Background: an optimization exercise with open tools, aiming at a short achievable clock period and few clock cycles per item. Do not read the settings as production practice. Function was checked by simulation only, so behaviour that the tests miss may differ from the original. Power figures rest on the tool's default switching activity, not on a simulated workload.

Design sisc_mc_core, start of the top module:
module sisc_mc_core #(
  parameter int DATA_W = 32,
  parameter int REG_AW = 4
) (
  input  logic              clk,
  input  logic              rst,
  input  logic [31:0]       ir,
  input  logic              ir_valid,
  output logic              ir_ready,
  output logic              busy,
  output logic              halted,
  output logic [3:0]        stat,
  output logic              illegal,
  input  logic [REG_AW-1:0] dbg_addr,
  output logic [DATA_W-1:0] dbg_data
);
Size in the first run: roughly 4400 cells after synthesis, ~43000 µm² of cells after synthesis.
clock: 10.0 ns
lec_check: 0
cap_margin: 20
core_margin: 2
core_utilization: 65
setup_slack_margin: 5
slew_margin: 20
synth_hierarchical: 1
synth_minimum_keep_size: 0
run.sh (not shown) runs the stock make flow with config.mk's settings and CLKGATE_MAP_FILE= SYNTH_SCRIPT=/design/flow/synth_recipe.tcl, a recipe that flattens the netlist after the stock synthesis.
Testbench counts at the start, summed over its fixed seeds: cycles 24,024, items 24,000.
Then changed:
CORE_UTILIZATION = 40   (was 65)
Outcome: Power is higher by 3.2%; clock skew is higher by 14 ps; setup slack loses 140 ps; final area is higher by about 2.3%; sequential cell count is unchanged; global-route usage is lower by 19 points; register-to-register slack gains 180 ps; area after synthesis is unchanged; first-iteration DRC count is lower by 22%; utilization is lower by 26 points.

* * *

== alpha ==
The RTL this note starts from:
==> flow/design.v <==
module sisc_mc_core #(
  parameter int DATA_W = 32,
  parameter int REG_AW = 4
) (
  input  logic              clk,
  input  logic              rst,
  input  logic [31:0]       ir,
  input  logic              ir_valid,
  output logic              ir_ready,
  output logic              busy,
  output logic              halted,
  output logic [3:0]        stat,
  output logic              illegal,
  input  logic [REG_AW-1:0] dbg_addr,
  output logic [DATA_W-1:0] dbg_data
);
  localparam int NREG = 2 ** REG_AW;
  localparam int SW   = $clog2(DATA_W);
  localparam int MSB  = DATA_W - 1;
  typedef logic [DATA_W-1:0] word_t;
  logic              accept_s;
  logic [3:0]        opField_s;
  logic [3:0]        mmField_s;
  logic [REG_AW-1:0] rdField_s;
  logic [REG_AW-1:0] rsField_s;
  logic [REG_AW-1:0] rtField_s;
  word_t             immExt_s;
  logic              aluOp_s;
  logic              legal_s;
  logic              illegal_s;
  logic              halt_s;
  word_t             rsVal_s;
  word_t             rtVal_s;
  logic              haltSeen_r;    
  logic              halted_r;
  logic              busy_r;
  logic              validX_r;
  logic              legalX_r;      
  logic              wrX_r;         
  logic              illX_r;
  logic              haltX_r;
  logic [REG_AW-1:0] rdX_r;
  logic [7:0]        selX_r;        
  logic              fwdAX_r;
  logic              fwdBX_r;
  word_t             opAX_r;
  word_t             opBX_r;
  logic              validW_r;
  logic              legalW_r;
  logic              wrW_r;
  logic              illW_r;
  logic              haltW_r;
  logic [REG_AW-1:0] rdW_r;
  word_t             resW_r;
  logic              cW_r;
  logic              vW_r;
  logic [3:0]        stat_r;
  word_t             regFile_r [NREG];
  word_t             aluA_s;
  word_t             aluB_s;
  word_t             aluRes_s;
  logic              aluC_s;
  logic              aluV_s;
  logic [DATA_W:0]   sumWide_s;
  logic [DATA_W:0]   shlWide_s;
  logic [DATA_W:0]   shrWide_s;
  logic [SW-1:0]     shAmt_s;
  assign ir_ready = !haltSeen_r;
  assign busy     = busy_r;
  assign halted   = halted_r;
  assign stat     = stat_r;
  assign illegal  = illW_r;
  assign dbg_data = regFile_r[dbg_addr];
  assign accept_s  = ir_valid && !haltSeen_r;
  assign opField_s = ir[31:28];
  assign mmField_s = ir[27:24];
  assign rdField_s = ir[20 +: REG_AW];
  assign rsField_s = ir[16 +: REG_AW];
  assign rtField_s = ir[12 +: REG_AW];
  assign immExt_s  = word_t'($signed(ir[15:0]));
  assign aluOp_s   = (opField_s == 4'h1) || (opField_s == 4'h2);
  assign legal_s   = aluOp_s && (mmField_s >= 4'h1) && (mmField_s <= 4'h8);
  assign illegal_s = (opField_s != 4'h0) && (opField_s != 4'hF) && !legal_s;
  assign halt_s    = (opField_s == 4'hF);
  assign rsVal_s = (wrW_r && (rdW_r == rsField_s)) ? resW_r : regFile_r[rsField_s];
  assign rtVal_s = (wrW_r && (rdW_r == rtField_s)) ? resW_r : regFile_r[rtField_s];
  assign aluA_s  = fwdAX_r ? resW_r : opAX_r;
  assign aluB_s  = fwdBX_r ? resW_r : opBX_r;
  assign shAmt_s = aluB_s[SW-1:0];
  always_comb begin
    sumWide_s = {1'b0, aluA_s} + {1'b0, (selX_r[1] ? ~aluB_s : aluB_s)} +
                {{DATA_W{1'b0}}, selX_r[1]};
    shlWide_s = {1'b0, aluA_s} << shAmt_s;
    shrWide_s = {aluA_s, 1'b0} >> shAmt_s;
    aluRes_s  = ({DATA_W{selX_r[0] | selX_r[1]}} & sumWide_s[DATA_W-1:0]) |
                ({DATA_W{selX_r[2]}} & (aluA_s & aluB_s)) |
                ({DATA_W{selX_r[3]}} & (aluA_s | aluB_s)) |
                ({DATA_W{selX_r[4]}} & (aluA_s ^ aluB_s)) |
                ({DATA_W{selX_r[5]}} & ~aluA_s) |
                ({DATA_W{selX_r[6]}} & shlWide_s[DATA_W-1:0]) |
                ({DATA_W{selX_r[7]}} & shrWide_s[DATA_W:1]);
    aluC_s    = ((selX_r[0] | selX_r[1]) & sumWide_s[DATA_W]) |
                (selX_r[6] & shlWide_s[DATA_W]) |
                (selX_r[7] & shrWide_s[0]);
    aluV_s    = (selX_r[0] & (aluA_s[MSB] == aluB_s[MSB]) &
                 (sumWide_s[MSB] != aluA_s[MSB])) |
                (selX_r[1] & (aluA_s[MSB] != aluB_s[MSB]) &
                 (sumWide_s[MSB] != aluA_s[MSB]));
  end
  always_ff @(posedge clk or posedge rst) begin
    if (rst) begin
      haltSeen_r <= 1'b0;
      halted_r   <= 1'b0;
      busy_r     <= 1'b0;
      validX_r   <= 1'b0;
      validW_r   <= 1'b0;
    end else begin
      if (accept_s && halt_s) begin
        haltSeen_r <= 1'b1;
      end
      if (validW_r && haltW_r) begin
        halted_r <= 1'b1;
      end
      busy_r   <= accept_s || validX_r;
      validX_r <= accept_s;
      validW_r <= validX_r;
    end
  end
  always_ff @(posedge clk or posedge rst) begin
    if (rst) begin
      legalX_r <= 1'b0;
      wrX_r    <= 1'b0;
      illX_r   <= 1'b0;
      haltX_r  <= 1'b0;
      rdX_r    <= '0;
      selX_r   <= '0;
      fwdAX_r  <= 1'b0;
      fwdBX_r  <= 1'b0;
      opAX_r   <= '0;
      opBX_r   <= '0;
    end else begin
      legalX_r <= accept_s && legal_s;
      wrX_r    <= accept_s && legal_s && (rdField_s != '0);
      illX_r   <= accept_s && illegal_s;
      haltX_r  <= accept_s && halt_s;
      if (accept_s) begin
        rdX_r   <= rdField_s;
        for (int i = 0; i < 8; i++) begin
          selX_r[i] <= legal_s && (mmField_s == 4'(i + 1));
        end
        fwdAX_r <= wrX_r && (rdX_r == rsField_s);
        fwdBX_r <= wrX_r && (rdX_r == rtField_s) && (opField_s != 4'h2);
        opAX_r  <= rsVal_s;
        opBX_r  <= (opField_s == 4'h2) ? immExt_s : rtVal_s;
      end
    end
  end
  always_ff @(posedge clk or posedge rst) begin
    if (rst) begin
      legalW_r <= 1'b0;
      wrW_r    <= 1'b0;
      illW_r   <= 1'b0;
      haltW_r  <= 1'b0;
      rdW_r    <= '0;
      resW_r   <= '0;
      cW_r     <= 1'b0;
      vW_r     <= 1'b0;
    end else begin
      legalW_r <= legalX_r;
      wrW_r    <= wrX_r;
      illW_r   <= illX_r;
      haltW_r  <= haltX_r;
      if (legalX_r) begin
        rdW_r  <= rdX_r;
        resW_r <= aluRes_s;
        cW_r   <= aluC_s;
        vW_r   <= aluV_s;
      end
    end
  end
  always_ff @(posedge clk or posedge rst) begin
    if (rst) begin
      for (int i = 0; i < NREG; i++) begin
        regFile_r[i] <= {DATA_W{1'b0}};
      end
    end else if (wrW_r) begin
      regFile_r[rdW_r] <= resW_r;
    end
  end
  always_ff @(posedge clk or posedge rst) begin
    if (rst) begin
      stat_r <= 4'h0;
    end else if (legalW_r) begin
      stat_r <= {cW_r, vW_r, resW_r[MSB], (resW_r == {DATA_W{1'b0}})};
    end
  end
endmodule
Settings: LEC_CHECK=0, ABC_CLOCK_PERIOD_IN_PS=3000, CAP_MARGIN=20, CORE_MARGIN=2, CORE_UTILIZATION=40, SETUP_SLACK_MARGIN=5, SLEW_MARGIN=20; clock period 10.0 ns.
Testbench counts of alpha, summed over its fixed seeds: cycles 24,024, items 24,000.
Inputs modified between alpha and delta:
Settings: SETUP_SLACK_MARGIN removed (was 5); CORE_UTILIZATION changed from 40 to 30; ABC_CLOCK_PERIOD_IN_PS removed (was 3000).
==> comparison <==
Worst-case setup margin in the final layout sits lower in delta than in alpha.
Taking alpha as the reference, in delta switching power total saw a decrease; share of the clock period used by the worst path after layout higher; sequential share of layout area picked up an extra 1.4 points; via count saw a decrease.
The capturing element of the worst setup path comes out dbg_data[7] in one run and dbg_data[27] in the other, namely in delta and alpha respectively.
Delta (delta minus alpha): minimum period implied by the final worst setup slack higher, critical path depth lower.

-- port drivers added, routing unchanged --
Ports are ideal in the flow. The routed layouts listed here were re-timed in OpenROAD. Step 1 (the two cells are an assumption about what drives the block):
set clk [get_ports {clk}]
set_driving_cell -lib_cell sky130_fd_sc_hd__clkbuf_16 $clk
set_driving_cell -lib_cell sky130_fd_sc_hd__buf_2 [delete_from_list [all_inputs] $clk]
Step 2 times the ports against the registers' clock, not the clock port: input delays grow and output delays shrink by t, the midpoint of the rising clock arrivals with the driver on. Slacks: ideal / step 1 / step 2; pairs: ideal / step 1.
run | t (ns) | setup WS [ns] | hold slack, ns | worst slew at a driven data input, ns
the first run of note 1 | 0.689 | 4.714 / 4.557 / 4.169 | 0.355 / 0.355 / 0.355 | 0.26
the second run of note 1 | 0.730 | 4.575 / 4.528 / 4.196 | 0.358 / 0.358 / 0.358 | 0.12
alpha | 0.729 | 4.325 / 4.264 / 4.264 | 0.366 / 0.366 / 0.366 | 0.09
delta | 0.726 | 2.179 / 2.147 / 2.147 | 0.362 / 0.362 / 0.362 | 0.06
After both steps setup and hold are still met in every run listed. The setup slack of the first run of note 1, which loses most, moves by -0.157 ns with the drivers and by -0.545 ns with both steps.
